This design comes from an exercise in tuning for small area, a short achievable clock period and few clock cycles per item on the open sky130 flow, not from production work.
RTL that was checked went through simulation tests only; none was proved equivalent to the original.
The RTL of runs 2 and 3 was laid out without a check of its function.
No activity file was given, so power comes from the tool's default toggle rates.

--- design/flow/config.mk ---
export PLATFORM = sky130hd
export DESIGN_NAME = output_eval_top
export DESIGN_NICKNAME = output_eval_top
export VERILOG_FILES = /design/flow/design.v
export SDC_FILE = /design/flow/constraint.sdc
export NUM_CORES = 4
export LEC_CHECK = 0
export ABC_AREA = 1
export CAP_MARGIN = 20
export CORE_MARGIN = 2
export CORE_UTILIZATION = 40
export CTS_BUF_LIST = sky130_fd_sc_hd__clkbuf_4 sky130_fd_sc_hd__clkbuf_8
export SETUP_SLACK_MARGIN = 3.0
export SLEW_MARGIN = 20
--- design/flow/constraint.sdc ---
create_clock -name core_clock -period 7.5 [get_ports {clk}]
set_input_delay 1.5000 -clock core_clock [delete_from_list [all_inputs] [get_ports {clk}]]
set_output_delay 1.5000 -clock core_clock [all_outputs]
set_load 0.01 [all_outputs]
--- design/flow/design.v ---
package output_eval_pkg;
	localparam int DATA_W = 12;
	localparam int INT_BITS = 3;
	localparam int FRAC_BITS = DATA_W - INT_BITS - 1;  
	localparam int NEURONS = 4;  
	localparam int IDX_W = 2;  
	localparam int CNT_W = 8;  
	typedef logic signed [DATA_W-1:0] fxp_t;
	typedef fxp_t [NEURONS-1:0] fxp_vec_t;  
	typedef logic signed [2*DATA_W-1:0] product_t;  
	localparam fxp_t FXP_MAX = {1'b0, {(DATA_W-1){1'b1}}};
	localparam fxp_t FXP_MIN = {1'b1, {(DATA_W-1){1'b0}}};
	localparam fxp_t FXP_NEG_ONE = {{(INT_BITS+1){1'b1}}, {FRAC_BITS{1'b0}}};
	typedef struct packed {
		fxp_vec_t act;  
		fxp_vec_t deriv;  
		logic [NEURONS-1:0] label;  
	} sample_t;
	typedef struct packed {
		logic valid;  
		logic [IDX_W-1:0] idx;  
		fxp_t max_val;  
	} class_t;
	typedef struct packed {
		fxp_vec_t delta;  
		logic [IDX_W-1:0] idx;
		logic correct;  
		logic [CNT_W-1:0] count;  
	} result_t;
	localparam int SAMPLE_W = 2 * NEURONS * DATA_W + NEURONS;  
	localparam int RESULT_W = NEURONS * DATA_W + IDX_W + 1 + CNT_W;  
endpackage
`timescale 1ns/1ps
module fxp_mul (
	input logic [11:0] a_i,  
	input logic y_i,  
	input logic [11:0] d_i,  
	output logic [31:0] t_o  
);
	logic sat;  
	logic [11:8] dec;  
	logic [11:0] ap;  
	logic neg0, one0, two0;
	logic [12:0] pp0;
	logic onel0, twol0;  
	logic neg1, one1, two1;
	logic [12:0] pp1;
	logic onel1, twol1;  
	logic neg2, one2, two2;
	logic [12:0] pp2;
	logic onel2, twol2;  
	logic neg3, one3, two3;
	logic [12:0] pp3;
	logic onel3, twol3;  
	logic neg4, one4, two4;
	logic [12:0] pp4;
	logic onel4, twol4;  
	logic neg5, one5, two5;
	logic [12:0] pp5;
	logic onel5, twol5;  
	logic [12:0] sel5;
	logic [5:0] z5;  
	logic negc5;  
	logic s0, k0;
	logic s1, k1;
	logic s2, k2;
	logic s3, k3;
	logic s4, k4;
	logic s5, k5;
	logic s6, k6;
	logic s7, k7;
	logic s8, k8;
	logic s9, k9;
	logic s10, k10;
	logic s11, k11;
	logic s12, k12;
	logic s13, k13;
	logic s14, k14;
	logic s15, k15;
	logic s16, k16;
	logic s17, k17;
	logic s18, k18;
	logic s19, k19;
	logic s20, k20;
	logic s21, k21;
	logic s22, k22;
	logic s23, k23;
	logic s24, k24;
	logic s25, k25;
	logic s26, k26;
	logic s27, k27;
	logic s28, k28;
	logic s29, k29;
	logic s30, k30;
	logic s31, k31;
	logic s32, k32;
	logic s33, k33;
	logic s34, k34;
	logic s35, k35;
	logic s36, k36;
	logic s37, k37;
	logic s38, k38;
	logic s39, k39;
	logic s40, k40;
	logic s41, k41;
	logic s42, k42;
	logic s43, k43;
	logic s44, k44;
	logic s45, k45;
	logic s46, k46;
	logic s47, k47;
	logic s48, k48;
	logic s49, k49;
	logic s50, k50;
	logic s51, k51;
	logic s52, k52;
	logic s53, k53;
	logic s54, k54;
	logic [7:0] la, lb;
	logic [8:0] lg, lp;  
	logic lG0_1;
	logic lP0_1;
	logic lG0_3;
	logic lP0_3;
	logic lG0_5;
	logic lP0_5;
	logic lG0_7;
	logic lP0_7;
	logic lG1_2;
	logic lP1_2;
	logic lG1_3;
	logic lP1_3;
	logic lG1_6;
	logic lP1_6;
	logic lG1_7;
	logic lP1_7;
	logic lG2_4;
	logic lP2_4;
	logic lG2_5;
	logic lP2_5;
	logic lG2_6;
	logic lP2_6;
	logic lG2_7;
	logic lP2_7;
	logic lG3_8;
	logic lP3_8;
	logic lcarry;  
	assign sat = y_i & a_i[11] & ~a_i[10] & ~a_i[9] & ~a_i[8];
	assign dec[8] = a_i[8] ^ y_i;
	assign dec[9] = a_i[9] ^ (y_i & ~a_i[8]);
	assign dec[10] = a_i[10] ^ (y_i & ~a_i[8] & ~a_i[9]);
	assign dec[11] = a_i[11] ^ (y_i & ~a_i[8] & ~a_i[9] & ~a_i[10]);
	assign ap = {dec[11] | sat, dec[10:8] & {3{~sat}}, a_i[7:0]};
	assign neg0 = d_i[1];
	assign one0 = d_i[0] ^ 1'b0;
	assign two0 = (d_i[1] & ~d_i[0] & ~1'b0) | (~d_i[1] & d_i[0] & 1'b0);
	assign onel0 = one0 & ~sat;
	assign twol0 = two0 & ~sat;
	assign pp0[0] = ((ap[0] & onel0) | (1'b0 & twol0)) ^ neg0;
	assign pp0[1] = ((ap[1] & onel0) | (ap[0] & twol0)) ^ neg0;
	assign pp0[2] = ((ap[2] & onel0) | (ap[1] & twol0)) ^ neg0;
	assign pp0[3] = ((ap[3] & onel0) | (ap[2] & twol0)) ^ neg0;
	assign pp0[4] = ((ap[4] & onel0) | (ap[3] & twol0)) ^ neg0;
	assign pp0[5] = ((ap[5] & onel0) | (ap[4] & twol0)) ^ neg0;
	assign pp0[6] = ((ap[6] & onel0) | (ap[5] & twol0)) ^ neg0;
	assign pp0[7] = ((ap[7] & onel0) | (ap[6] & twol0)) ^ neg0;
	assign pp0[8] = ((ap[8] & one0) | (ap[7] & twol0)) ^ neg0;
	assign pp0[9] = ((ap[9] & one0) | (ap[8] & two0)) ^ neg0;
	assign pp0[10] = ((ap[10] & one0) | (ap[9] & two0)) ^ neg0;
	assign pp0[11] = ((ap[11] & one0) | (ap[10] & two0)) ^ neg0;
	assign pp0[12] = ((ap[11] & one0) | (ap[11] & two0)) ^ neg0;
	assign neg1 = d_i[3];
	assign one1 = d_i[2] ^ d_i[1];
	assign two1 = (d_i[3] & ~d_i[2] & ~d_i[1]) | (~d_i[3] & d_i[2] & d_i[1]);
	assign onel1 = one1 & ~sat;
	assign twol1 = two1 & ~sat;
	assign pp1[0] = ((ap[0] & onel1) | (1'b0 & twol1)) ^ neg1;
	assign pp1[1] = ((ap[1] & onel1) | (ap[0] & twol1)) ^ neg1;
	assign pp1[2] = ((ap[2] & onel1) | (ap[1] & twol1)) ^ neg1;
	assign pp1[3] = ((ap[3] & onel1) | (ap[2] & twol1)) ^ neg1;
	assign pp1[4] = ((ap[4] & onel1) | (ap[3] & twol1)) ^ neg1;
	assign pp1[5] = ((ap[5] & onel1) | (ap[4] & twol1)) ^ neg1;
	assign pp1[6] = ((ap[6] & onel1) | (ap[5] & twol1)) ^ neg1;
	assign pp1[7] = ((ap[7] & onel1) | (ap[6] & twol1)) ^ neg1;
	assign pp1[8] = ((ap[8] & one1) | (ap[7] & twol1)) ^ neg1;
	assign pp1[9] = ((ap[9] & one1) | (ap[8] & two1)) ^ neg1;
	assign pp1[10] = ((ap[10] & one1) | (ap[9] & two1)) ^ neg1;
	assign pp1[11] = ((ap[11] & one1) | (ap[10] & two1)) ^ neg1;
	assign pp1[12] = ((ap[11] & one1) | (ap[11] & two1)) ^ neg1;
	assign neg2 = d_i[5];
	assign one2 = d_i[4] ^ d_i[3];
	assign two2 = (d_i[5] & ~d_i[4] & ~d_i[3]) | (~d_i[5] & d_i[4] & d_i[3]);
	assign onel2 = one2 & ~sat;
	assign twol2 = two2 & ~sat;
	assign pp2[0] = ((ap[0] & onel2) | (1'b0 & twol2)) ^ neg2;
	assign pp2[1] = ((ap[1] & onel2) | (ap[0] & twol2)) ^ neg2;
	assign pp2[2] = ((ap[2] & onel2) | (ap[1] & twol2)) ^ neg2;
	assign pp2[3] = ((ap[3] & onel2) | (ap[2] & twol2)) ^ neg2;
	assign pp2[4] = ((ap[4] & onel2) | (ap[3] & twol2)) ^ neg2;
	assign pp2[5] = ((ap[5] & onel2) | (ap[4] & twol2)) ^ neg2;
	assign pp2[6] = ((ap[6] & onel2) | (ap[5] & twol2)) ^ neg2;
	assign pp2[7] = ((ap[7] & onel2) | (ap[6] & twol2)) ^ neg2;
	assign pp2[8] = ((ap[8] & one2) | (ap[7] & twol2)) ^ neg2;
	assign pp2[9] = ((ap[9] & one2) | (ap[8] & two2)) ^ neg2;
	assign pp2[10] = ((ap[10] & one2) | (ap[9] & two2)) ^ neg2;
	assign pp2[11] = ((ap[11] & one2) | (ap[10] & two2)) ^ neg2;
	assign pp2[12] = ((ap[11] & one2) | (ap[11] & two2)) ^ neg2;
	assign neg3 = d_i[7];
	assign one3 = d_i[6] ^ d_i[5];
	assign two3 = (d_i[7] & ~d_i[6] & ~d_i[5]) | (~d_i[7] & d_i[6] & d_i[5]);
	assign onel3 = one3 & ~sat;
	assign twol3 = two3 & ~sat;
	assign pp3[0] = ((ap[0] & onel3) | (1'b0 & twol3)) ^ neg3;
	assign pp3[1] = ((ap[1] & onel3) | (ap[0] & twol3)) ^ neg3;
	assign pp3[2] = ((ap[2] & onel3) | (ap[1] & twol3)) ^ neg3;
	assign pp3[3] = ((ap[3] & onel3) | (ap[2] & twol3)) ^ neg3;
	assign pp3[4] = ((ap[4] & onel3) | (ap[3] & twol3)) ^ neg3;
	assign pp3[5] = ((ap[5] & onel3) | (ap[4] & twol3)) ^ neg3;
	assign pp3[6] = ((ap[6] & onel3) | (ap[5] & twol3)) ^ neg3;
	assign pp3[7] = ((ap[7] & onel3) | (ap[6] & twol3)) ^ neg3;
	assign pp3[8] = ((ap[8] & one3) | (ap[7] & twol3)) ^ neg3;
	assign pp3[9] = ((ap[9] & one3) | (ap[8] & two3)) ^ neg3;
	assign pp3[10] = ((ap[10] & one3) | (ap[9] & two3)) ^ neg3;
	assign pp3[11] = ((ap[11] & one3) | (ap[10] & two3)) ^ neg3;
	assign pp3[12] = ((ap[11] & one3) | (ap[11] & two3)) ^ neg3;
	assign neg4 = d_i[9];
	assign one4 = d_i[8] ^ d_i[7];
	assign two4 = (d_i[9] & ~d_i[8] & ~d_i[7]) | (~d_i[9] & d_i[8] & d_i[7]);
	assign onel4 = one4 & ~sat;
	assign twol4 = two4 & ~sat;
	assign pp4[0] = ((ap[0] & onel4) | (1'b0 & twol4)) ^ neg4;
	assign pp4[1] = ((ap[1] & onel4) | (ap[0] & twol4)) ^ neg4;
	assign pp4[2] = ((ap[2] & onel4) | (ap[1] & twol4)) ^ neg4;
	assign pp4[3] = ((ap[3] & onel4) | (ap[2] & twol4)) ^ neg4;
	assign pp4[4] = ((ap[4] & onel4) | (ap[3] & twol4)) ^ neg4;
	assign pp4[5] = ((ap[5] & onel4) | (ap[4] & twol4)) ^ neg4;
	assign pp4[6] = ((ap[6] & onel4) | (ap[5] & twol4)) ^ neg4;
	assign pp4[7] = ((ap[7] & onel4) | (ap[6] & twol4)) ^ neg4;
	assign pp4[8] = ((ap[8] & one4) | (ap[7] & twol4)) ^ neg4;
	assign pp4[9] = ((ap[9] & one4) | (ap[8] & two4)) ^ neg4;
	assign pp4[10] = ((ap[10] & one4) | (ap[9] & two4)) ^ neg4;
	assign pp4[11] = ((ap[11] & one4) | (ap[10] & two4)) ^ neg4;
	assign pp4[12] = ((ap[11] & one4) | (ap[11] & two4)) ^ neg4;
	assign neg5 = d_i[11];
	assign one5 = d_i[10] ^ d_i[9];
	assign two5 = (d_i[11] & ~d_i[10] & ~d_i[9]) | (~d_i[11] & d_i[10] & d_i[9]);
	assign onel5 = one5 & ~sat;
	assign twol5 = two5 & ~sat;
	assign z5[0] = 1'b1;
	assign sel5[0] = (ap[0] & onel5) | (1'b0 & twol5);
	assign z5[1] = (~onel5 | (~ap[0])) & (~twol5 | (1'b1));
	assign pp5[0] = sel5[0] ^ (neg5 & ~z5[0]);
	assign sel5[1] = (ap[1] & onel5) | (ap[0] & twol5);
	assign z5[2] = (~onel5 | (~ap[0] & ~ap[1])) & (~twol5 | (~ap[0]));
	assign pp5[1] = sel5[1] ^ (neg5 & ~z5[1]);
	assign sel5[2] = (ap[2] & onel5) | (ap[1] & twol5);
	assign z5[3] = (~onel5 | (~ap[0] & ~ap[1] & ~ap[2])) & (~twol5 | (~ap[0] & ~ap[1]));
	assign pp5[2] = sel5[2] ^ (neg5 & ~z5[2]);
	assign sel5[3] = (ap[3] & onel5) | (ap[2] & twol5);
	assign z5[4] = (~onel5 | (~ap[0] & ~ap[1] & ~ap[2] & ~ap[3])) & (~twol5 | (~ap[0] & ~ap[1] & ~ap[2]));
	assign pp5[3] = sel5[3] ^ (neg5 & ~z5[3]);
	assign sel5[4] = (ap[4] & onel5) | (ap[3] & twol5);
	assign z5[5] = (~onel5 | (~ap[0] & ~ap[1] & ~ap[2] & ~ap[3] & ~ap[4])) & (~twol5 | (~ap[0] & ~ap[1] & ~ap[2] & ~ap[3]));
	assign pp5[4] = sel5[4] ^ (neg5 & ~z5[4]);
	assign sel5[5] = (ap[5] & onel5) | (ap[4] & twol5);
	assign pp5[5] = sel5[5] ^ neg5;
	assign sel5[6] = (ap[6] & onel5) | (ap[5] & twol5);
	assign pp5[6] = sel5[6] ^ neg5;
	assign sel5[7] = (ap[7] & onel5) | (ap[6] & twol5);
	assign pp5[7] = sel5[7] ^ neg5;
	assign sel5[8] = (ap[8] & one5) | (ap[7] & twol5);
	assign pp5[8] = sel5[8] ^ neg5;
	assign sel5[9] = (ap[9] & one5) | (ap[8] & two5);
	assign pp5[9] = sel5[9] ^ neg5;
	assign sel5[10] = (ap[10] & one5) | (ap[9] & two5);
	assign pp5[10] = sel5[10] ^ neg5;
	assign sel5[11] = (ap[11] & one5) | (ap[10] & two5);
	assign pp5[11] = sel5[11] ^ neg5;
	assign sel5[12] = (ap[11] & one5) | (ap[11] & two5);
	assign pp5[12] = sel5[12] ^ neg5;
	assign negc5 = neg5 & z5[5];
	assign s0 = pp0[6] ^ pp1[4];
	assign k0 = pp0[6] & pp1[4];
	assign s1 = pp0[7] ^ pp1[5] ^ pp2[3];
	assign k1 = (pp0[7] & pp1[5]) | (pp2[3] & (pp0[7] ^ pp1[5]));
	assign s2 = pp0[8] ^ pp1[6] ^ pp2[4];
	assign k2 = (pp0[8] & pp1[6]) | (pp2[4] & (pp0[8] ^ pp1[6]));
	assign s3 = pp3[2] ^ pp4[0];
	assign k3 = pp3[2] & pp4[0];
	assign s4 = pp0[9] ^ pp1[7] ^ pp2[5];
	assign k4 = (pp0[9] & pp1[7]) | (pp2[5] & (pp0[9] ^ pp1[7]));
	assign s5 = pp3[3] ^ pp4[1];
	assign k5 = pp3[3] & pp4[1];
	assign s6 = pp0[10] ^ pp1[8] ^ pp2[6];
	assign k6 = (pp0[10] & pp1[8]) | (pp2[6] & (pp0[10] ^ pp1[8]));
	assign s7 = pp3[4] ^ pp4[2] ^ pp5[0];
	assign k7 = (pp3[4] & pp4[2]) | (pp5[0] & (pp3[4] ^ pp4[2]));
	assign s8 = pp0[11] ^ pp1[9] ^ pp2[7];
	assign k8 = (pp0[11] & pp1[9]) | (pp2[7] & (pp0[11] ^ pp1[9]));
	assign s9 = pp3[5] ^ pp4[3] ^ pp5[1];
	assign k9 = (pp3[5] & pp4[3]) | (pp5[1] & (pp3[5] ^ pp4[3]));
	assign s10 = pp1[10] ^ pp2[8] ^ pp3[6];
	assign k10 = (pp1[10] & pp2[8]) | (pp3[6] & (pp1[10] ^ pp2[8]));
	assign s11 = pp4[4] ^ pp5[2] ^ pp0[12];
	assign k11 = (pp4[4] & pp5[2]) | (pp0[12] & (pp4[4] ^ pp5[2]));
	assign s12 = pp2[9] ^ pp3[7] ^ pp4[5];
	assign k12 = (pp2[9] & pp3[7]) | (pp4[5] & (pp2[9] ^ pp3[7]));
	assign s13 = pp5[3] ^ ~pp0[12] ^ ~pp1[11];
	assign k13 = (pp5[3] & ~pp0[12]) | (~pp1[11] & (pp5[3] ^ ~pp0[12]));
	assign s14 = ~pp1[12] ^ pp2[10] ^ pp3[8];
	assign k14 = (~pp1[12] & pp2[10]) | (pp3[8] & (~pp1[12] ^ pp2[10]));
	assign s15 = pp4[6] ^ pp5[4] ^ pp1[11];
	assign k15 = (pp4[6] & pp5[4]) | (pp1[11] & (pp4[6] ^ pp5[4]));
	assign s16 = pp2[11] ^ pp3[9] ^ pp4[7];
	assign k16 = (pp2[11] & pp3[9]) | (pp4[7] & (pp2[11] ^ pp3[9]));
	assign s17 = pp5[5] ^ negc5 ^ 1'b1;
	assign k17 = (pp5[5] & negc5) | (1'b1 & (pp5[5] ^ negc5));
	assign s18 = ~pp2[12] ^ pp3[10] ^ pp4[8];
	assign k18 = (~pp2[12] & pp3[10]) | (pp4[8] & (~pp2[12] ^ pp3[10]));
	assign s19 = pp3[11] ^ pp4[9];
	assign k19 = pp3[11] & pp4[9];
	assign s20 = pp0[4] ^ pp1[2];
	assign k20 = pp0[4] & pp1[2];
	assign s21 = pp0[5] ^ pp1[3];
	assign k21 = pp0[5] & pp1[3];
	assign s22 = pp2[2] ^ pp3[0] ^ neg3;
	assign k22 = (pp2[2] & pp3[0]) | (neg3 & (pp2[2] ^ pp3[0]));
	assign s23 = pp3[1] ^ 1'b1 ^ s1;
	assign k23 = (pp3[1] & 1'b1) | (s1 & (pp3[1] ^ 1'b1));
	assign s24 = neg4 ^ s2 ^ s3;
	assign k24 = (neg4 & s2) | (s3 & (neg4 ^ s2));
	assign s25 = s4 ^ s5 ^ k2;
	assign k25 = (s4 & s5) | (k2 & (s4 ^ s5));
	assign s26 = s6 ^ s7 ^ k4;
	assign k26 = (s6 & s7) | (k4 & (s6 ^ s7));
	assign s27 = s8 ^ s9 ^ k6;
	assign k27 = (s8 & s9) | (k6 & (s8 ^ s9));
	assign s28 = s10 ^ s11 ^ k8;
	assign k28 = (s10 & s11) | (k8 & (s10 ^ s11));
	assign s29 = s12 ^ s13 ^ k10;
	assign k29 = (s12 & s13) | (k10 & (s12 ^ s13));
	assign s30 = s14 ^ s15 ^ k12;
	assign k30 = (s14 & s15) | (k12 & (s14 ^ s15));
	assign s31 = s16 ^ s17 ^ k14;
	assign k31 = (s16 & s17) | (k14 & (s16 ^ s17));
	assign s32 = pp5[6] ^ s18 ^ k16;
	assign k32 = (pp5[6] & s18) | (k16 & (pp5[6] ^ s18));
	assign s33 = pp5[7] ^ 1'b1 ^ s19;
	assign k33 = (pp5[7] & 1'b1) | (s19 & (pp5[7] ^ 1'b1));
	assign s34 = ~pp3[12] ^ pp4[10] ^ pp5[8];
	assign k34 = (~pp3[12] & pp4[10]) | (pp5[8] & (~pp3[12] ^ pp4[10]));
	assign s35 = pp0[2] ^ pp1[0];
	assign k35 = pp0[2] & pp1[0];
	assign s36 = pp0[3] ^ pp1[1];
	assign k36 = pp0[3] & pp1[1];
	assign s37 = pp2[0] ^ neg2 ^ s20;
	assign k37 = (pp2[0] & neg2) | (s20 & (pp2[0] ^ neg2));
	assign s38 = pp2[1] ^ s21 ^ k20;
	assign k38 = (pp2[1] & s21) | (k20 & (pp2[1] ^ s21));
	assign s39 = s0 ^ s22 ^ k21;
	assign k39 = (s0 & s22) | (k21 & (s0 ^ s22));
	assign s40 = k0 ^ s23 ^ k22;
	assign k40 = (k0 & s23) | (k22 & (k0 ^ s23));
	assign s41 = k1 ^ s24 ^ k23;
	assign k41 = (k1 & s24) | (k23 & (k1 ^ s24));
	assign s42 = k3 ^ s25 ^ k24;
	assign k42 = (k3 & s25) | (k24 & (k3 ^ s25));
	assign s43 = k5 ^ s26 ^ k25;
	assign k43 = (k5 & s26) | (k25 & (k5 ^ s26));
	assign s44 = k7 ^ s27 ^ k26;
	assign k44 = (k7 & s27) | (k26 & (k7 ^ s27));
	assign s45 = k9 ^ s28 ^ k27;
	assign k45 = (k9 & s28) | (k27 & (k9 ^ s28));
	assign s46 = k11 ^ s29 ^ k28;
	assign k46 = (k11 & s29) | (k28 & (k11 ^ s29));
	assign s47 = k13 ^ s30 ^ k29;
	assign k47 = (k13 & s30) | (k29 & (k13 ^ s30));
	assign s48 = k15 ^ s31 ^ k30;
	assign k48 = (k15 & s31) | (k30 & (k15 ^ s31));
	assign s49 = k17 ^ s32 ^ k31;
	assign k49 = (k17 & s32) | (k31 & (k17 ^ s32));
	assign s50 = k18 ^ s33 ^ k32;
	assign k50 = (k18 & s33) | (k32 & (k18 ^ s33));
	assign s51 = k19 ^ s34 ^ k33;
	assign k51 = (k19 & s34) | (k33 & (k19 ^ s34));
	assign s52 = pp4[11] ^ pp5[9] ^ k34;
	assign k52 = (pp4[11] & pp5[9]) | (k34 & (pp4[11] ^ pp5[9]));
	assign s53 = ~pp4[12] ^ pp5[10] ^ 1'b1;
	assign k53 = (~pp4[12] & pp5[10]) | (1'b1 & (~pp4[12] ^ pp5[10]));
	assign s54 = pp5[11] ^ 1'b1;
	assign k54 = pp5[11] & 1'b1;
	assign la[0] = pp0[0];
	assign lb[0] = neg0;
	assign la[1] = pp0[1];
	assign lb[1] = 1'b0;
	assign la[2] = neg1;
	assign lb[2] = s35;
	assign la[3] = s36;
	assign lb[3] = k35;
	assign la[4] = s37;
	assign lb[4] = k36;
	assign la[5] = s38;
	assign lb[5] = k37;
	assign la[6] = s39;
	assign lb[6] = k38;
	assign la[7] = s40;
	assign lb[7] = k39;
	assign lg[0] = 1'b0;
	assign lp[0] = 1'b0;
	assign lg[1] = la[0] & lb[0];
	assign lp[1] = la[0] ^ lb[0];
	assign lg[2] = la[1] & lb[1];
	assign lp[2] = la[1] ^ lb[1];
	assign lg[3] = la[2] & lb[2];
	assign lp[3] = la[2] ^ lb[2];
	assign lg[4] = la[3] & lb[3];
	assign lp[4] = la[3] ^ lb[3];
	assign lg[5] = la[4] & lb[4];
	assign lp[5] = la[4] ^ lb[4];
	assign lg[6] = la[5] & lb[5];
	assign lp[6] = la[5] ^ lb[5];
	assign lg[7] = la[6] & lb[6];
	assign lp[7] = la[6] ^ lb[6];
	assign lg[8] = la[7] & lb[7];
	assign lp[8] = la[7] ^ lb[7];
	assign lG0_1 = lg[1] | (lp[1] & lg[0]);
	assign lP0_1 = lp[1] & lp[0];
	assign lG0_3 = lg[3] | (lp[3] & lg[2]);
	assign lP0_3 = lp[3] & lp[2];
	assign lG0_5 = lg[5] | (lp[5] & lg[4]);
	assign lP0_5 = lp[5] & lp[4];
	assign lG0_7 = lg[7] | (lp[7] & lg[6]);
	assign lP0_7 = lp[7] & lp[6];
	assign lG1_2 = lg[2] | (lp[2] & lG0_1);
	assign lP1_2 = lp[2] & lP0_1;
	assign lG1_3 = lG0_3 | (lP0_3 & lG0_1);
	assign lP1_3 = lP0_3 & lP0_1;
	assign lG1_6 = lg[6] | (lp[6] & lG0_5);
	assign lP1_6 = lp[6] & lP0_5;
	assign lG1_7 = lG0_7 | (lP0_7 & lG0_5);
	assign lP1_7 = lP0_7 & lP0_5;
	assign lG2_4 = lg[4] | (lp[4] & lG1_3);
	assign lP2_4 = lp[4] & lP1_3;
	assign lG2_5 = lG0_5 | (lP0_5 & lG1_3);
	assign lP2_5 = lP0_5 & lP1_3;
	assign lG2_6 = lG1_6 | (lP1_6 & lG1_3);
	assign lP2_6 = lP1_6 & lP1_3;
	assign lG2_7 = lG1_7 | (lP1_7 & lG1_3);
	assign lP2_7 = lP1_7 & lP1_3;
	assign lG3_8 = lg[8] | (lp[8] & lG2_7);
	assign lP3_8 = lp[8] & lP2_7;
	assign lcarry = lG3_8;
	assign t_o[0] = ~s41;  
	assign t_o[1] = ~k40;  
	assign t_o[2] = ~s42;  
	assign t_o[3] = k41;  
	assign t_o[4] = ~s43;  
	assign t_o[5] = ~k42;  
	assign t_o[6] = ~s44;  
	assign t_o[7] = ~k43;  
	assign t_o[8] = ~s45;  
	assign t_o[9] = ~k44;  
	assign t_o[10] = s46;  
	assign t_o[11] = ~k45;  
	assign t_o[12] = s47;  
	assign t_o[13] = k46;  
	assign t_o[14] = s48;  
	assign t_o[15] = k47;  
	assign t_o[16] = ~s49;  
	assign t_o[17] = k48;  
	assign t_o[18] = ~s50;  
	assign t_o[19] = ~k49;  
	assign t_o[20] = s51;  
	assign t_o[21] = ~k50;  
	assign t_o[22] = s52;  
	assign t_o[23] = k51;  
	assign t_o[24] = ~s53;  
	assign t_o[25] = k52;  
	assign t_o[26] = s54;  
	assign t_o[27] = ~k53;  
	assign t_o[28] = ~pp5[12];  
	assign t_o[29] = ~k54;  
	assign t_o[30] = 1'b1;  
	assign t_o[31] = ~lcarry;  
endmodule
module fxp_mul_round (
	input logic [31:0] t_i,
	output logic [11:0] p_o
);
	logic [15:0] ra, rb;  
	logic [15:0] q;
	assign ra[0] = ~t_i[0];
	assign rb[0] = ~t_i[1];
	assign ra[1] = ~t_i[2];
	assign rb[1] = t_i[3];
	assign ra[2] = ~t_i[4];
	assign rb[2] = ~t_i[5];
	assign ra[3] = ~t_i[6];
	assign rb[3] = ~t_i[7];
	assign ra[4] = ~t_i[8];
	assign rb[4] = ~t_i[9];
	assign ra[5] = t_i[10];
	assign rb[5] = ~t_i[11];
	assign ra[6] = t_i[12];
	assign rb[6] = t_i[13];
	assign ra[7] = t_i[14];
	assign rb[7] = t_i[15];
	assign ra[8] = ~t_i[16];
	assign rb[8] = t_i[17];
	assign ra[9] = ~t_i[18];
	assign rb[9] = ~t_i[19];
	assign ra[10] = t_i[20];
	assign rb[10] = ~t_i[21];
	assign ra[11] = t_i[22];
	assign rb[11] = t_i[23];
	assign ra[12] = ~t_i[24];
	assign rb[12] = t_i[25];
	assign ra[13] = t_i[26];
	assign rb[13] = ~t_i[27];
	assign ra[14] = t_i[28];
	assign rb[14] = ~t_i[29];
	assign ra[15] = t_i[30];
	assign rb[15] = 1'b0;
	logic [16:0] qg, qp;  
	logic qG0_1;
	logic qP0_1;
	logic qG0_3;
	logic qP0_3;
	logic qG0_5;
	logic qP0_5;
	logic qG0_7;
	logic qP0_7;
	logic qG0_9;
	logic qP0_9;
	logic qG0_11;
	logic qP0_11;
	logic qG0_13;
	logic qP0_13;
	logic qG0_15;
	logic qP0_15;
	logic qG1_2;
	logic qP1_2;
	logic qG1_3;
	logic qP1_3;
	logic qG1_6;
	logic qP1_6;
	logic qG1_7;
	logic qP1_7;
	logic qG1_10;
	logic qP1_10;
	logic qG1_11;
	logic qP1_11;
	logic qG1_14;
	logic qP1_14;
	logic qG1_15;
	logic qP1_15;
	logic qG2_4;
	logic qP2_4;
	logic qG2_5;
	logic qP2_5;
	logic qG2_6;
	logic qP2_6;
	logic qG2_7;
	logic qP2_7;
	logic qG2_12;
	logic qP2_12;
	logic qG2_13;
	logic qP2_13;
	logic qG2_14;
	logic qP2_14;
	logic qG2_15;
	logic qP2_15;
	logic qG3_8;
	logic qP3_8;
	logic qG3_9;
	logic qP3_9;
	logic qG3_10;
	logic qP3_10;
	logic qG3_11;
	logic qP3_11;
	logic qG3_12;
	logic qP3_12;
	logic qG3_13;
	logic qP3_13;
	logic qG3_14;
	logic qP3_14;
	logic qG3_15;
	logic qP3_15;
	logic qG4_16;
	logic qP4_16;
	assign qg[0] = ~t_i[31];
	assign qp[0] = 1'b0;
	assign qg[1] = ra[0] & rb[0];
	assign qp[1] = ra[0] ^ rb[0];
	assign qg[2] = ra[1] & rb[1];
	assign qp[2] = ra[1] ^ rb[1];
	assign qg[3] = ra[2] & rb[2];
	assign qp[3] = ra[2] ^ rb[2];
	assign qg[4] = ra[3] & rb[3];
	assign qp[4] = ra[3] ^ rb[3];
	assign qg[5] = ra[4] & rb[4];
	assign qp[5] = ra[4] ^ rb[4];
	assign qg[6] = ra[5] & rb[5];
	assign qp[6] = ra[5] ^ rb[5];
	assign qg[7] = ra[6] & rb[6];
	assign qp[7] = ra[6] ^ rb[6];
	assign qg[8] = ra[7] & rb[7];
	assign qp[8] = ra[7] ^ rb[7];
	assign qg[9] = ra[8] & rb[8];
	assign qp[9] = ra[8] ^ rb[8];
	assign qg[10] = ra[9] & rb[9];
	assign qp[10] = ra[9] ^ rb[9];
	assign qg[11] = ra[10] & rb[10];
	assign qp[11] = ra[10] ^ rb[10];
	assign qg[12] = ra[11] & rb[11];
	assign qp[12] = ra[11] ^ rb[11];
	assign qg[13] = ra[12] & rb[12];
	assign qp[13] = ra[12] ^ rb[12];
	assign qg[14] = ra[13] & rb[13];
	assign qp[14] = ra[13] ^ rb[13];
	assign qg[15] = ra[14] & rb[14];
	assign qp[15] = ra[14] ^ rb[14];
	assign qg[16] = ra[15] & rb[15];
	assign qp[16] = ra[15] ^ rb[15];
	assign qG0_1 = qg[1] | (qp[1] & qg[0]);
	assign qP0_1 = qp[1] & qp[0];
	assign qG0_3 = qg[3] | (qp[3] & qg[2]);
	assign qP0_3 = qp[3] & qp[2];
	assign qG0_5 = qg[5] | (qp[5] & qg[4]);
	assign qP0_5 = qp[5] & qp[4];
	assign qG0_7 = qg[7] | (qp[7] & qg[6]);
	assign qP0_7 = qp[7] & qp[6];
	assign qG0_9 = qg[9] | (qp[9] & qg[8]);
	assign qP0_9 = qp[9] & qp[8];
	assign qG0_11 = qg[11] | (qp[11] & qg[10]);
	assign qP0_11 = qp[11] & qp[10];
	assign qG0_13 = qg[13] | (qp[13] & qg[12]);
	assign qP0_13 = qp[13] & qp[12];
	assign qG0_15 = qg[15] | (qp[15] & qg[14]);
	assign qP0_15 = qp[15] & qp[14];
	assign qG1_2 = qg[2] | (qp[2] & qG0_1);
	assign qP1_2 = qp[2] & qP0_1;
	assign qG1_3 = qG0_3 | (qP0_3 & qG0_1);
	assign qP1_3 = qP0_3 & qP0_1;
	assign qG1_6 = qg[6] | (qp[6] & qG0_5);
	assign qP1_6 = qp[6] & qP0_5;
	assign qG1_7 = qG0_7 | (qP0_7 & qG0_5);
	assign qP1_7 = qP0_7 & qP0_5;
	assign qG1_10 = qg[10] | (qp[10] & qG0_9);
	assign qP1_10 = qp[10] & qP0_9;
	assign qG1_11 = qG0_11 | (qP0_11 & qG0_9);
	assign qP1_11 = qP0_11 & qP0_9;
	assign qG1_14 = qg[14] | (qp[14] & qG0_13);
	assign qP1_14 = qp[14] & qP0_13;
	assign qG1_15 = qG0_15 | (qP0_15 & qG0_13);
	assign qP1_15 = qP0_15 & qP0_13;
	assign qG2_4 = qg[4] | (qp[4] & qG1_3);
	assign qP2_4 = qp[4] & qP1_3;
	assign qG2_5 = qG0_5 | (qP0_5 & qG1_3);
	assign qP2_5 = qP0_5 & qP1_3;
	assign qG2_6 = qG1_6 | (qP1_6 & qG1_3);
	assign qP2_6 = qP1_6 & qP1_3;
	assign qG2_7 = qG1_7 | (qP1_7 & qG1_3);
	assign qP2_7 = qP1_7 & qP1_3;
	assign qG2_12 = qg[12] | (qp[12] & qG1_11);
	assign qP2_12 = qp[12] & qP1_11;
	assign qG2_13 = qG0_13 | (qP0_13 & qG1_11);
	assign qP2_13 = qP0_13 & qP1_11;
	assign qG2_14 = qG1_14 | (qP1_14 & qG1_11);
	assign qP2_14 = qP1_14 & qP1_11;
	assign qG2_15 = qG1_15 | (qP1_15 & qG1_11);
	assign qP2_15 = qP1_15 & qP1_11;
	assign qG3_8 = qg[8] | (qp[8] & qG2_7);
	assign qP3_8 = qp[8] & qP2_7;
	assign qG3_9 = qG0_9 | (qP0_9 & qG2_7);
	assign qP3_9 = qP0_9 & qP2_7;
	assign qG3_10 = qG1_10 | (qP1_10 & qG2_7);
	assign qP3_10 = qP1_10 & qP2_7;
	assign qG3_11 = qG1_11 | (qP1_11 & qG2_7);
	assign qP3_11 = qP1_11 & qP2_7;
	assign qG3_12 = qG2_12 | (qP2_12 & qG2_7);
	assign qP3_12 = qP2_12 & qP2_7;
	assign qG3_13 = qG2_13 | (qP2_13 & qG2_7);
	assign qP3_13 = qP2_13 & qP2_7;
	assign qG3_14 = qG2_14 | (qP2_14 & qG2_7);
	assign qP3_14 = qP2_14 & qP2_7;
	assign qG3_15 = qG2_15 | (qP2_15 & qG2_7);
	assign qP3_15 = qP2_15 & qP2_7;
	assign qG4_16 = qg[16] | (qp[16] & qG3_15);
	assign qP4_16 = qp[16] & qP3_15;
	assign q[0] = qp[1] ^ qg[0];
	assign q[1] = qp[2] ^ qG0_1;
	assign q[2] = qp[3] ^ qG1_2;
	assign q[3] = qp[4] ^ qG1_3;
	assign q[4] = qp[5] ^ qG2_4;
	assign q[5] = qp[6] ^ qG2_5;
	assign q[6] = qp[7] ^ qG2_6;
	assign q[7] = qp[8] ^ qG2_7;
	assign q[8] = qp[9] ^ qG3_8;
	assign q[9] = qp[10] ^ qG3_9;
	assign q[10] = qp[11] ^ qG3_10;
	assign q[11] = qp[12] ^ qG3_11;
	assign q[12] = qp[13] ^ qG3_12;
	assign q[13] = qp[14] ^ qG3_13;
	assign q[14] = qp[15] ^ qG3_14;
	assign q[15] = qp[16] ^ qG3_15;
	logic hi_ok;  
	logic in_range;  
	assign hi_ok = ((ra[13] ^ rb[13]) == (ra[12] | rb[12])) &
		((ra[14] ^ rb[14]) == (ra[13] | rb[13])) &
		((ra[15] ^ rb[15]) == (ra[14] | rb[14]));
	assign in_range = hi_ok & (qG3_12 == (ra[12] ^ rb[12]));
	assign p_o = in_range ? {~q[11], q[10:0]} :
		(q[15] ? 12'h800 : 12'h7ff);
endmodule
`timescale 1ns/1ps
module output_eval_top (
	input logic clk,
	input logic reset,
	input logic wb_cyc_i,
	input logic wb_stb_i,
	input logic wb_we_i,
	input logic [99:0] wb_dat_i,
	output logic [58:0] wb_dat_o,
	output logic wb_ack_o
);
	localparam int TB = 32;  
	logic wr;  
	logic rd;  
	logic held_q;  
	logic [7:0] count_q;
	logic [1:0] idx_q;
	logic correct_q;
	logic [4*TB-1:0] t_q;  
	logic [4*TB-1:0] t_d;
	logic [47:0] delta;
	logic signed [11:0] act [4];  
	logic [3:0] win;  
	logic [1:0] idx_d;
	logic hit;
	assign wr = wb_cyc_i && wb_stb_i && wb_we_i;
	assign rd = wb_cyc_i && wb_stb_i && !wb_we_i && held_q;
	assign wb_ack_o = wr || rd;
	for (genvar g = 0; g < 4; g++) begin : g_neuron
		assign act[g] = wb_dat_i[52 + 12*g +: 12];
		fxp_mul u_mul (
			.a_i(act[g]),
			.y_i(wb_dat_i[g]),
			.d_i(wb_dat_i[4 + 12*g +: 12]),
			.t_o(t_d[TB*g +: TB])
		);
		fxp_mul_round u_round (
			.t_i(t_q[TB*g +: TB]),
			.p_o(delta[12*g +: 12])
		);
	end
	logic ge01, ge02, ge03, ge12, ge13, ge23;
	assign ge01 = act[0] >= act[1];
	assign ge02 = act[0] >= act[2];
	assign ge03 = act[0] >= act[3];
	assign ge12 = act[1] >= act[2];
	assign ge13 = act[1] >= act[3];
	assign ge23 = act[2] >= act[3];
	assign win[0] = ge01 && ge02 && ge03;
	assign win[1] = !ge01 && ge12 && ge13;
	assign win[2] = !ge02 && !ge12 && ge23;
	assign win[3] = !ge03 && !ge13 && !ge23;
	assign idx_d = {win[2] || win[3], win[1] || win[3]};
	assign hit = |(win & wb_dat_i[3:0]);
	always_ff @(posedge clk or posedge reset) begin
		if (reset) begin
			held_q <= 1'b0;
		end else if (wr) begin
			held_q <= 1'b1;
		end
	end
	always_ff @(posedge clk or posedge reset) begin
		if (reset) begin
			count_q <= '0;
		end else if (wr && hit) begin
			count_q <= count_q + 8'd1;
		end
	end
	always_ff @(posedge clk) begin
		if (wr) begin
			t_q <= t_d;
			idx_q <= idx_d;
			correct_q <= hit;
		end
	end
	assign wb_dat_o = {delta, idx_q, correct_q, count_q};
endmodule
--- design/flow/flow/run.sh ---
#!/bin/bash
set -euo pipefail
export BUFFER_PORTS_ARGS="-buffer_cell sky130_fd_sc_hd__buf_1"
bash standard.sh > standard.log 2>&1
--- design/flow/standard.sh ---
#!/bin/bash
# synth_recipe.tcl (not shown) runs the flow's synth.tcl, then flattens the netlist and writes it again
# the make line also repeats each setting of config.mk as NAME=value (left out here)
make -C /OpenROAD-flow-scripts/flow DESIGN_CONFIG=/design/flow/config.mk WORK_HOME=/design/flow/orfs CLKGATE_MAP_FILE= SYNTH_SCRIPT=/design/flow/synth_recipe.tcl "${@:-finish}"
==> results.yml, run 1 <==
route:
  routedWlPerCell_um: 17.8
  wl_um: 59000
  drc: 0
  num_vias: 17783
  drtPass1Iterations: 5
  dr.first_iter.drc_count: 1265
  vias_per_cell: 5.37
  ant_nets: 0
clocking:
  htreeDepth: 4
  insertion_delay_ps: 540
  cts_root_buf: "clkbuf_8"
  cts_sinks: 132
  cts_buffers: 17
  clk_path_buf_depth: 2
  cts_hold_buf: 0
  path_clk_slew_ps: 80
  cts_tree: "built"
synthesis:
  synth_area_leaders: "edfxtp_1 (18%), fa_1 (17%), ha_1 (14%)"
  yosys_warnings: 3
  synth_nets: 2975
  yosysTopAreaCellShare_pct: 18.1
  synthFlopType: "edfxtp_1"
  synth_area_mm2: 0.0204
  synth_cell_types: 43
  synth-seq-area-share_pct: 19.2
  synth_top_area_cell: "edfxtp_1"
  synth-async-reset-ratio_pct: 6.82
  synth_seq_cells: 132
  synth_edf_count: 123
  avgSynthCellArea_um2: 8.27
  synthCells: 2469
  yosysMostFrequentCell: "inv_1"
  synthTopCellsByCount: "inv_1 (411), nand2_1 (359), xor2_1 (276)"
setup_path:
  arrival_ps: 4720
  r2r_start: "count_q[2]"
  slowest_delay_ps: 590
  endpoint_kind: "flip-flop"
  crit_slowest_cell: "fa_1"
  crit_type: "input pin to flip-flop"
  start_kind: "input pin"
  cp_num_buf_inv: 6
  cp_cell_sequence: "clkbuf_4, inv_4, ha_4, ha_4, ha_4, xnor2_1, nand2_2, clkinvlp_4, buf_4, a211oi_2, a21oi_1, fa_1, inv_1, fa_1, inv_1, fa_1"
  cp_top_family: "adder cells"
  cp.required_ps: 7780
  critPathLaunch: "wb_dat_i[84]"
  critPathMaxFanout: 5
placement:
  gp_congestion: 0.949
  io_buffers: 164
  dp.cells: 3247
  dp_worst_setup_slack_ps: 1940
  detailed_place_hpwl_um: 46400
  placed_area_mm2: 0.0219
power_and_ir_drop:
  p_leak_nw: 10.8
  p_per_area_mw_per_mm2: 215
  ir_drop_uv: 99.1
  p_total_mw: 4.95
global_routing:
  use_met1_pct: 29.7
  use_met2_pct: 37.1
  grt_max_degree: 72
  grtUsageMet3_pct: 3.60
  grt_pass1_wl_um: 94200
  overflow: 0
  grt_pass1_vias: 17635
  busiest_layer: "met2"
  track_usage_pct: 22.6
  antenna_found_initial: 4
sta:
  setup_viol: 0
  slew_headroom_pct: 35.5
  finalHoldViolCount: 0
  min_period_over_period_pct: 59.2
  rsz0062_at_grt: "yes"
  fmax_mhz: 225
  skew_ps: 9.19
  setup_ws_ps: 3060
  worstMarginPinSlew_ps: 967
  tns_ps: 0
  slew_violations: 0
  period_needed_ps: 4440
floorplanning:
  coreArea_mm2: 0.0503
  start_util_pct: 40.6
  die_w_um: 230
  rows: 82
  pin_count: 165
  dieArea_mm2: 0.0529
  die_height_um: 230
layout:
  postLayoutCellArea_mm2: 0.0230
  fin_nets: 3131
  multi_input_area_mm2: 0.0151
  drive_above_1_share_pct: 11.0
  fill_cells: 5035
  regArea_mm2: 0.00392
  area_delta_synth_final_pct: 12.6
  fin_cells: 3313
min_path:
  hold_start: "held_q"
  min_path_type: "flip-flop to flip-flop"
outcome:
  status: "finished clean"
flow_run:
  maxCapViolCount: 0
## cell families (layout without fill, tap and decap cells)
family          Yosys count  after routing  share of synthesized area [%]
other cells               0              3                              0
xor+xnor                307            307                           13.2
buf+inv                 518            683                           9.91
compound gates          489            489                           13.9
mux                       4              4                          0.196
flops                   132            132                           19.2
fa+ha+maj               401            401                           31.0
simple gates            618            622                           12.6
## metal layers
layer	wire [um]	share of wire, %
met1	26100	44
met2	27600	47
met3	3200	5.4
met4	2060	3.5
met5	13	0.022
## state kept, by name (all words and copies together) (netlist names)
register	flops
t_q	120
count_q	8
idx_q	2
correct_q	1
held_q	1
## final timing paths
path	end	slack, ps	cells after the start
max	t_q[76]	3060	16
min	held_q	470	2
max reg2reg	count_q[7]	6250	5
min reg2reg	held_q	470	2
max in group asynchronous	count_q[5]	6360	2
min in group asynchronous	count_q[7]	880	2
## worst min-delay path, delay by kind of cell (launching register included)
kind	cells	cell delay, ps
flops	1	320
compound gates	1	70
buf+inv	1	40
## final cells by class
cell class | instances | share of cell area (%)
antenna | 3 | 0.0326
clock buffer | 17 | 1.02
clock inverter | 15 | 0.822
inverter | 456 | 7.64
multi-input combinational | 1823 | 65.7
sequential | 132 | 17.0
tap | 672 | 3.66
timing repair buffer | 194 | 4.09
timing repair inverter | 1 | 0.0326
## where the power goes
group	switching (mW)	internal [mW]
Sequential	0.0550	1.13
Clock	0.326	0.356
Combinational	1.82	1.27
## what timing repair did
item | in CTS | in global routing
pin swaps | 7 | 15
gates cloned | 0 | 5
setup buffers | 11 | 15
resized for setup | 63 | 151
setup endpoints to repair | 110 | 119
## placed cells by master (no fill, tap or decap), types with 17 or more instances in the layout
cell type,Yosys,layout
inv_1,411,399
nand2_1,359,343
xor2_1,276,273
ha_1,225,211
o22ai_1,208,206
fa_1,176,172
nor2_1,150,135
edfxtp_1,123,123
o21ai_0,143,107
buf_1,2,101
a21oi_1,87,78
nand3_1,48,36
inv_2,24,30
clkbuf_2,0,30
buf_2,14,28
buf_4,6,28
xnor2_1,31,27
o21ai_1,2,25
nand4_1,20,20
nand2_2,9,18
clkbuf_8,0,17
## stage by stage
stage          hold WS [ps]  utilization, %
6_report                471            45.7
2_1_floorplan           427               -
3_3_place_gp            443            43.5
4_1_cts                 476            44.7
5_1_grt                 524            45.7
3_5_place_dp            456            43.5
Testbench counts, summed over its fixed seeds: cycles 6,400, items 3,200.
==> run 2, diff against run 1 <==
--- a/design/flow/design.v
+++ b/design/flow/design.v
@@ -37,3 +37,3 @@
 	input logic [11:0] d_i,  
-	output logic [31:0] t_o  
+	output logic [29:0] t_o  
 );
@@ -147,2 +147,4 @@
 	logic lcarry;  
+	logic [3:0] ua, ub;  
+	logic [3:0] ug, up;  
 	assign sat = y_i & a_i[11] & ~a_i[10] & ~a_i[9] & ~a_i[8];
@@ -476,17 +478,25 @@
 	assign t_o[23] = k51;  
-	assign t_o[24] = ~s53;  
-	assign t_o[25] = k52;  
-	assign t_o[26] = s54;  
-	assign t_o[27] = ~k53;  
-	assign t_o[28] = ~pp5[12];  
-	assign t_o[29] = ~k54;  
-	assign t_o[30] = 1'b1;  
-	assign t_o[31] = ~lcarry;  
+	assign ua[0] = s53;
+	assign ub[0] = k52;
+	assign ua[1] = s54;
+	assign ub[1] = k53;
+	assign ua[2] = ~pp5[12];
+	assign ub[2] = k54;
+	assign ua[3] = 1'b1;
+	assign ub[3] = 1'b0;
+	assign ug = ua & ub;
+	assign up = ua ^ ub;
+	assign t_o[24] = up[0];  
+	assign t_o[25] = (up[1] == (ua[0] | ub[0])) & (up[2] == (ua[1] | ub[1])) & (up[3] == (ua[2] | ub[2]));  
+	assign t_o[26] = ug[2] | (up[2] & ug[1]) | (up[2] & up[1] & ug[0]);  
+	assign t_o[27] = up[2] & up[1] & up[0];  
+	assign t_o[28] = up[3];  
+	assign t_o[29] = ~lcarry;  
 endmodule
 module fxp_mul_round (
-	input logic [31:0] t_i,
+	input logic [29:0] t_i,
 	output logic [11:0] p_o
 );
-	logic [15:0] ra, rb;  
-	logic [15:0] q;
+	logic [11:0] ra, rb;  
+	logic [11:0] q;  
 	assign ra[0] = ~t_i[0];
@@ -515,11 +525,3 @@
 	assign rb[11] = t_i[23];
-	assign ra[12] = ~t_i[24];
-	assign rb[12] = t_i[25];
-	assign ra[13] = t_i[26];
-	assign rb[13] = ~t_i[27];
-	assign ra[14] = t_i[28];
-	assign rb[14] = ~t_i[29];
-	assign ra[15] = t_i[30];
-	assign rb[15] = 1'b0;
-	logic [16:0] qg, qp;  
+	logic [12:0] qg, qp;  
 	logic qG0_1;
@@ -536,6 +538,2 @@
 	logic qP0_11;
-	logic qG0_13;
-	logic qP0_13;
-	logic qG0_15;
-	logic qP0_15;
 	logic qG1_2;
@@ -552,6 +550,2 @@
 	logic qP1_11;
-	logic qG1_14;
-	logic qP1_14;
-	logic qG1_15;
-	logic qP1_15;
 	logic qG2_4;
@@ -566,8 +560,2 @@
 	logic qP2_12;
-	logic qG2_13;
-	logic qP2_13;
-	logic qG2_14;
-	logic qP2_14;
-	logic qG2_15;
-	logic qP2_15;
 	logic qG3_8;
@@ -582,11 +570,3 @@
 	logic qP3_12;
-	logic qG3_13;
-	logic qP3_13;
-	logic qG3_14;
-	logic qP3_14;
-	logic qG3_15;
-	logic qP3_15;
-	logic qG4_16;
-	logic qP4_16;
-	assign qg[0] = ~t_i[31];
+	assign qg[0] = ~t_i[29];
 	assign qp[0] = 1'b0;
@@ -616,10 +596,2 @@
 	assign qp[12] = ra[11] ^ rb[11];
-	assign qg[13] = ra[12] & rb[12];
-	assign qp[13] = ra[12] ^ rb[12];
-	assign qg[14] = ra[13] & rb[13];
-	assign qp[14] = ra[13] ^ rb[13];
-	assign qg[15] = ra[14] & rb[14];
-	assign qp[15] = ra[14] ^ rb[14];
-	assign qg[16] = ra[15] & rb[15];
-	assign qp[16] = ra[15] ^ rb[15];
 	assign qG0_1 = qg[1] | (qp[1] & qg[0]);
@@ -636,6 +608,2 @@
 	assign qP0_11 = qp[11] & qp[10];
-	assign qG0_13 = qg[13] | (qp[13] & qg[12]);
-	assign qP0_13 = qp[13] & qp[12];
-	assign qG0_15 = qg[15] | (qp[15] & qg[14]);
-	assign qP0_15 = qp[15] & qp[14];
 	assign qG1_2 = qg[2] | (qp[2] & qG0_1);
@@ -652,6 +620,2 @@
 	assign qP1_11 = qP0_11 & qP0_9;
-	assign qG1_14 = qg[14] | (qp[14] & qG0_13);
-	assign qP1_14 = qp[14] & qP0_13;
-	assign qG1_15 = qG0_15 | (qP0_15 & qG0_13);
-	assign qP1_15 = qP0_15 & qP0_13;
 	assign qG2_4 = qg[4] | (qp[4] & qG1_3);
@@ -666,8 +630,2 @@
 	assign qP2_12 = qp[12] & qP1_11;
-	assign qG2_13 = qG0_13 | (qP0_13 & qG1_11);
-	assign qP2_13 = qP0_13 & qP1_11;
-	assign qG2_14 = qG1_14 | (qP1_14 & qG1_11);
-	assign qP2_14 = qP1_14 & qP1_11;
-	assign qG2_15 = qG1_15 | (qP1_15 & qG1_11);
-	assign qP2_15 = qP1_15 & qP1_11;
 	assign qG3_8 = qg[8] | (qp[8] & qG2_7);
@@ -682,10 +640,2 @@
 	assign qP3_12 = qP2_12 & qP2_7;
-	assign qG3_13 = qG2_13 | (qP2_13 & qG2_7);
-	assign qP3_13 = qP2_13 & qP2_7;
-	assign qG3_14 = qG2_14 | (qP2_14 & qG2_7);
-	assign qP3_14 = qP2_14 & qP2_7;
-	assign qG3_15 = qG2_15 | (qP2_15 & qG2_7);
-	assign qP3_15 = qP2_15 & qP2_7;
-	assign qG4_16 = qg[16] | (qp[16] & qG3_15);
-	assign qP4_16 = qp[16] & qP3_15;
 	assign q[0] = qp[1] ^ qg[0];
@@ -702,14 +652,8 @@
 	assign q[11] = qp[12] ^ qG3_11;
-	assign q[12] = qp[13] ^ qG3_12;
-	assign q[13] = qp[14] ^ qG3_13;
-	assign q[14] = qp[15] ^ qG3_14;
-	assign q[15] = qp[16] ^ qG3_15;
-	logic hi_ok;  
 	logic in_range;  
-	assign hi_ok = ((ra[13] ^ rb[13]) == (ra[12] | rb[12])) &
-		((ra[14] ^ rb[14]) == (ra[13] | rb[13])) &
-		((ra[15] ^ rb[15]) == (ra[14] | rb[14]));
-	assign in_range = hi_ok & (qG3_12 == (ra[12] ^ rb[12]));
+	logic neg;  
+	assign in_range = t_i[25] & (qG3_12 == t_i[24]);
+	assign neg = t_i[28] ^ (t_i[26] | (t_i[27] & qG3_12));
 	assign p_o = in_range ? {~q[11], q[10:0]} :
-		(q[15] ? 12'h800 : 12'h7ff);
+		(neg ? 12'h800 : 12'h7ff);
 endmodule
@@ -726,3 +670,3 @@
 );
-	localparam int TB = 32;  
+	localparam int TB = 30;  
 	logic wr;  
--- a/design/flow/config.mk
+++ b/design/flow/config.mk
@@ -12,3 +12,3 @@
 export CTS_BUF_LIST = sky130_fd_sc_hd__clkbuf_4 sky130_fd_sc_hd__clkbuf_8
-export SETUP_SLACK_MARGIN = 3.0
+export SETUP_SLACK_MARGIN = 3.1
 export SLEW_MARGIN = 20
==> results.yml, run 2 <==
synthesis:
  yosysTopAreaCellShare_pct: 17.2
  synthFlopType: "edfxtp_1"
  synthCells: 2458
  synth_edf_count: 119
  synth_nets: 2964
  synth_cell_types: 52
  synthTopCellsByCount: "inv_1 (411), nand2_1 (312), xor2_1 (285)"
  avgSynthCellArea_um2: 8.46
  synth-async-reset-ratio_pct: 7.03
  synth_area_leaders: "edfxtp_1 (17%), fa_1 (17%), ha_1 (14%)"
  synth_top_area_cell: "edfxtp_1"
  synth_seq_cells: 128
  yosys_warnings: 3
  synth_area_mm2: 0.0208
  yosysMostFrequentCell: "inv_1"
  synth-seq-area-share_pct: 18.3
power_and_ir_drop:
  ir_drop_uv: 129
  p_per_area_mw_per_mm2: 228
  p_leak_nw: 11.0
  p_total_mw: 5.41
setup_path:
  cp_cell_sequence: "buf_2, inv_8, ha_4, ha_4, ha_4, nor2_4, inv_1, o22ai_1, xor2_1, fa_1, fa_1, inv_1, fa_1"
  r2r-end: "count_q[7]"
  start_kind: "input pin"
  slowest_delay_ps: 520
  r2r_slack_ps: 6260
  crit_slowest_cell: "fa_1"
  arrival_ps: 4610
  r2r_start: "count_q[2]"
  rr_worst_depth: 5
  crit_type: "input pin to flip-flop"
  cp.required_ps: 7780
  endpoint_kind: "flip-flop"
  critPathMaxFanout: 6
sta:
  slew_violations: 0
  rsz0062_at_grt: "yes"
  hold_ws_ps: 477
  fmax_mhz: 231
  setup_viol: 0
  tns_ps: 0
  finalHoldViolCount: 0
  min_period_over_period_pct: 57.8
  skew_ps: 8.61
  period_needed_ps: 4330
  slew_headroom_pct: 40.6
  worstMarginPinSlew_ps: 892
floorplanning:
  start_util_pct: 40.5
  pin_count: 165
  dieArea_mm2: 0.0538
  rows: 83
  coreArea_mm2: 0.0514
  die_height_um: 232
  die_w_um: 232
clocking:
  cts_root_buf: "clkbuf_8"
  insertion_delay_ps: 550
  cts_buffers: 17
  clk_path_buf_depth: 2
  htreeDepth: 4
  cts_tree: "built"
  cts_sinks: 128
  cts_hold_buf: 0
  path_clk_slew_ps: 90
layout:
  final_cell_mix: "inv_1 (392), nand2_1 (294), xor2_1 (282), ha_1 (213), o22ai_1 (207)"
  area_delta_synth_final_pct: 14.2
  largestRegisters: "t_q (116), count_q (8), idx_q (2)"
  largest_register_ffs: 116
  postLayoutCellArea_mm2: 0.0238
  largest-register: "t_q"
  drive_above_1_share_pct: 15.1
  utilization_pct: 46.2
  mostFrequentLayoutCell: "inv_1"
  fin_nets: 3143
flow_run:
  maxCapViolCount: 0
placement:
  placed_area_mm2: 0.0224
  io_buffers: 164
  gp_congestion: 0.936
  detailed_place_hpwl_um: 46500
route:
  num_vias: 17614
  drtPass1Iterations: 7
  drc: 0
  ant_nets: 0
  routedWlPerCell_um: 17.5
  wl_um: 58400
  vias_per_cell: 5.29
  dr.first_iter.drc_count: 1195
global_routing:
  grt_pass1_wl_um: 92700
  antenna_found_initial: 3
  track_usage_pct: 22.1
  grt_pass1_vias: 17523
  overflow: 0
  grt_max_degree: 71
min_path:
  min_to: "held_q"
  min_path_type: "flip-flop to flip-flop"
  whs_path_depth: 2
  hold_start: "held_q"
outcome:
  status: "finished clean"
[run 2: cell types whose count changed after synthesis, sizes merged, moves of 9 or more]
cell / change
nand2: -12
xor2: +9
a21oi: -9
buf: +9
o21ai: -21
nand3: +17
[run 2: timing repair]
action,4_1_cts,5_1_grt
gates cloned,4,3
buffers inserted,21,29
pin swaps,8,30
setup endpoints to repair,106,118
gates resized for setup,44,134
[run 2: kinds of logic (layout without fill, tap and decap cells)]
logic type / after synthesis / after routing / synth area share, %
AOI/OAI and AO/OA: 458 / 458 / 13.6
adders and majority gates: 401 / 401 / 30.5
DFF: 128 / 128 / 18.3
other: 0 / 2 / 0
muxes: 4 / 4 / 0.192
and+or+nand+nor: 624 / 630 / 13.6
xor gates and xnor gates: 324 / 324 / 14.0
buffers and inverters: 519 / 705 / 9.82
[run 2: through the flow]
stage / worst slack, ps / instances
2_1_floorplan: 3070 / 2458
3_3_place_gp: 2220 / 3241
3_5_place_dp: 2170 / 3241
4_1_cts: 3090 / 3298
5_1_grt: 3020 / 3331
6_report: 3170 / 3332
[run 2: final cells by class]
type,instances,area (um2)
fillers,5056,27600
multi-input cells,1817,15700
flip-flops and latches,128,3800
inverters,451,1760
repair buffers,221,1210
well taps,680,851
clock buffers,19,249
clock inverters,13,160
repair inverters,1,7.51
diodes,2,5.00
[run 2: worst max-delay path: cells and delay by family]
| kind | cells | cell delay (ps) |
|---|---|---|
| AO/OA/AOI/OAI | 1 | 200 |
| XOR/XNOR | 1 | 270 |
| buffers and inverters | 4 | 440 |
| AND/OR/NAND/NOR | 1 | 180 |
| adder cells (fa/ha/maj) | 6 | 2000 |
[run 2: worst max-delay path by stage]
stage | slack [ps] | to | start | cells past startpoint
2_1_floorplan | 3070 | t_q[100] | wb_dat_i[98] | 12
3_3_place_gp | 2220 | t_q[40] | wb_dat_i[75] | 14
3_5_place_dp | 2170 | t_q[30] | wb_dat_i[75] | 14
4_1_cts | 3090 | wb_dat_o[12] | t_q[0] | 14
5_1_grt | 3020 | wb_dat_o[49] | t_q[119] | 15
6_report | 3170 | t_q[74] | wb_dat_i[84] | 13
[run 2: routing by layer]
metal | share of wire (%) | wire length [um] | vias up | global-route usage, %
li1 | - | - | 8493 | -
met1 | 44 | 25600 | 8495 | 28.4
met2 | 48 | 28100 | 531 | 36.7
met3 | 5.2 | 3040 | 93 | 3.71
met4 | 2.9 | 1720 | 2 | 9.48
met5 | 0.022 | 13 | - | 0
[run 2: where the power goes]
part | switching (mW) | internal, mW
sequential | 0.0582 | 1.11
clock | 0.314 | 0.335
combinational | 2.10 | 1.49
==> run 3, diff against run 2 <==
--- a/design/flow/config.mk
+++ b/design/flow/config.mk
@@ -12,3 +12,3 @@
 export CTS_BUF_LIST = sky130_fd_sc_hd__clkbuf_4 sky130_fd_sc_hd__clkbuf_8
-export SETUP_SLACK_MARGIN = 3.1
+export SETUP_SLACK_MARGIN = 3.0
 export SLEW_MARGIN = 20
==> results.yml, run 3 <==
layout:
  area_delta_synth_final_pct: 10.8
  largestRegisters: "t_q (116), count_q (8), idx_q (2)"
  postLayoutCellArea_mm2: 0.0230
  final_cell_mix: "inv_1 (401), nand2_1 (306), xor2_1 (281), o22ai_1 (215), ha_1 (213)"
  largest-register: "t_q"
  mostFrequentLayoutCell: "inv_1"
  fin_nets: 3114
  largest_register_ffs: 116
  drive_above_1_share_pct: 11.5
route:
  wl_um: 59200
  num_vias: 17383
  dr.first_iter.drc_count: 1058
  vias_per_cell: 5.26
  drc: 0
  ant_nets: 0
  routedWlPerCell_um: 17.9
  drtPass1Iterations: 6
synthesis:
  yosys_warnings: 3
  synth_nets: 2964
  synth-async-reset-ratio_pct: 7.03
  synthCells: 2458
  synth_compound_area_share_pct: 13.6
  synth_fa_ha_area_share_pct: 30.5
  synth_area_mm2: 0.0208
  synth-seq-area-share_pct: 18.3
  synth_area_leaders: "edfxtp_1 (17%), fa_1 (17%), ha_1 (14%)"
  muxShareOfSynthArea_pct: 0.192
  synthFlopType: "edfxtp_1"
  yosysTopAreaCellShare_pct: 17.2
  yosysMostFrequentCell: "inv_1"
  avgSynthCellArea_um2: 8.46
  synth_seq_cells: 128
  synth_edf_count: 119
  synth_xor_area_share_pct: 14.0
  synthSimpleGateAreaFrac_pct: 13.6
  synth_top_family_by_area: "adder cells"
  synth_top_area_cell: "edfxtp_1"
  synth_cell_types: 52
  synthTopCellsByCount: "inv_1 (411), nand2_1 (312), xor2_1 (285)"
setup_path:
  arrival_ps: 4730
  start_kind: "input pin"
  endpoint_kind: "flip-flop"
  crit_type: "input pin to flip-flop"
  cp.required_ps: 7790
  critPathMaxFanout: 10
sta:
  tns_ps: 0
  setup_viol: 0
  min_period_over_period_pct: 59.3
  finalHoldViolCount: 0
  worstMarginPinSlew_ps: 875
  period_needed_ps: 4450
  fmax_mhz: 225
  rsz0062_at_grt: "yes"
  skew_ps: 0.679
  slew_violations: 0
  slew_headroom_pct: 41.7
global_routing:
  use_met2_pct: 37.8
  busiest_layer: "met2"
  use_met1_pct: 29.4
  grt_pass1_vias: 17193
  overflow: 0
  track_usage_pct: 22.4
  antenna_found_initial: 4
  grtUsageMet3_pct: 3.56
  grt_max_degree: 64
  grt_pass1_wl_um: 93200
floorplanning:
  die_w_um: 232
  pin_count: 165
  coreArea_mm2: 0.0514
  rows: 83
  die_height_um: 232
  start_util_pct: 40.5
  dieArea_mm2: 0.0538
power_and_ir_drop:
  ir_drop_uv: 109
  p_leak_nw: 10.7
  p_per_area_mw_per_mm2: 231
placement:
  io_buffers: 164
  gp_congestion: 0.953
  detailed_place_hpwl_um: 47700
  placed_area_mm2: 0.0222
min_path:
  min_path_type: "flip-flop to flip-flop"
outcome:
  status: "finished clean"
clocking:
  clk_path_buf_depth: 2
  cts_buffers: 17
  cts_sinks: 128
  cts_tree: "built"
  cts_root_buf: "clkbuf_8"
  path_clk_slew_ps: 90
  insertion_delay_ps: 550
  cts_hold_buf: 0
  htreeDepth: 4
flow_run:
  maxCapViolCount: 0
run 3: cell count changes in the layout (fill, tap and decap cells not counted), moves of 5 or more:
| cell | before | now |
|---|---|---|
| nor2_2 | 24 | 12 |
| buf_6 | 8 | 0 |
| o22ai_2 | 8 | 1 |
| buf_2 | 28 | 15 |
| nor2_1 | 120 | 135 |
| inv_1 | 392 | 401 |
| o21ai_0 | 61 | 71 |
| nand2_1 | 294 | 306 |
| o22ai_1 | 207 | 215 |
| nand2_2 | 33 | 28 |
| nand2_4 | 28 | 22 |
| buf_1 | 109 | 122 |
| buf_4 | 44 | 30 |
run 3: cell families after synthesis:
group | Yosys count
adder cells (fa/ha/maj) | 401
multiplexers | 4
buffers and inverters | 519
XOR/XNOR | 324
AND/OR/NAND/NOR | 624
AO/OA/AOI/OAI | 458
flip-flops | 128
run 3: power by group:
part / switching, mW / total [mW] / internal, mW
Combinational: 2.12 / 3.54 / 1.43
Sequential: 0.0575 / 1.16 / 1.11
Clock: 0.346 / 0.617 / 0.271
run 3: timing repair:
action	4_1_cts	5_1_grt
buffers inserted	9	17
resized for setup	36	70
cloned	2	2
endpoints found under the setup margin	66	103
pin swaps	6	9
run 3: final cells by class:
cell class	instances	area (um2)
multi-input combinational	1815	15400
inverter	451	1720
clock inverter	15	151
antenna	2	5.00
sequential	128	3800
timing repair buffer	195	918
clock buffer	17	234
tap	680	851
fill	5125	28400
run 3: path summary, 6_finish.rpt:
check / startpoint / to / slack [ps] / depth (start not counted)
setup / recovery: wb_dat_i[60] / t_q[12] / 3050 / 16
setup reg to reg: count_q[2] / count_q[7] / 6290 / 5
max in group asynchronous: reset / held_q / 6350 / 2
hold / removal: held_q / held_q / 470 / 2
min in group asynchronous: reset / count_q[5] / 880 / 2
hold reg to reg: held_q / held_q / 470 / 2
run 3: critical path, stage by stage:
cell and delay, ps:
buf_2 200, inv_1 70, ha_2 170, ha_2 180, ha_4 160, xnor2_2 130
nand2_2 190, inv_4 90, o21ai_2 180, xor2_2 270, inv_1 90, fa_1 480
inv_1 50, fa_1 490, inv_1 50, fa_1 430
run 3: through the flow:
step                setup slack [ps]  util (%)  hold WS (ps)  power, mW  instances
global placement                2110      43.1           439       4.55       3239
global route                    2930      44.8           541       5.92       3303
finish                          3050      44.8           467       5.32       3303
detailed placement              2020      43.1           445       4.66       3239
CTS                             2970      44.2           466       5.37       3282
floorplan                       3000         -           427       3.72       2458
run 3: layer usage:
layer,vias to the layer above,wire (um)
met5,-,17
met4,4,1400
met3,73,3050
met2,508,28500
met1,8382,26200
li1,8416,-

## static timing again, ports no longer ideal
In the flow no input, the clock included, has a driving cell. The finished layouts below were timed again as built, in two steps. Step 1 (the two cells are an assumption about what drives the block):
set clk [get_ports {clk}]
set_driving_cell -lib_cell sky130_fd_sc_hd__clkbuf_16 $clk
set_driving_cell -lib_cell sky130_fd_sc_hd__buf_2 [delete_from_list [all_inputs] $clk]
Step 2 times the ports against the registers' clock, not the clock port: input delays grow and output delays shrink by t, the midpoint of the rising clock arrivals with the driver on. Slacks: ideal / step 1 / step 2; pairs: ideal / step 1.
| run | t, ns | setup slack, ns | slew at the worst register clock pin (ns) |
|---|---|---|---|
| run 1 | 0.596 | 3.064 / 3.033 / 2.437 | 0.11 / 0.11 |
| run 2 | 0.594 | 3.168 / 3.135 / 2.550 | 0.09 / 0.09 |
| run 3 | 0.599 | 3.051 / 3.062 / 2.462 | 0.10 / 0.10 |
After both steps every run listed still meets setup and hold. For run 1, which loses most, drivers alone change the setup slack by -0.031 ns; drivers and shift together by -0.627 ns.
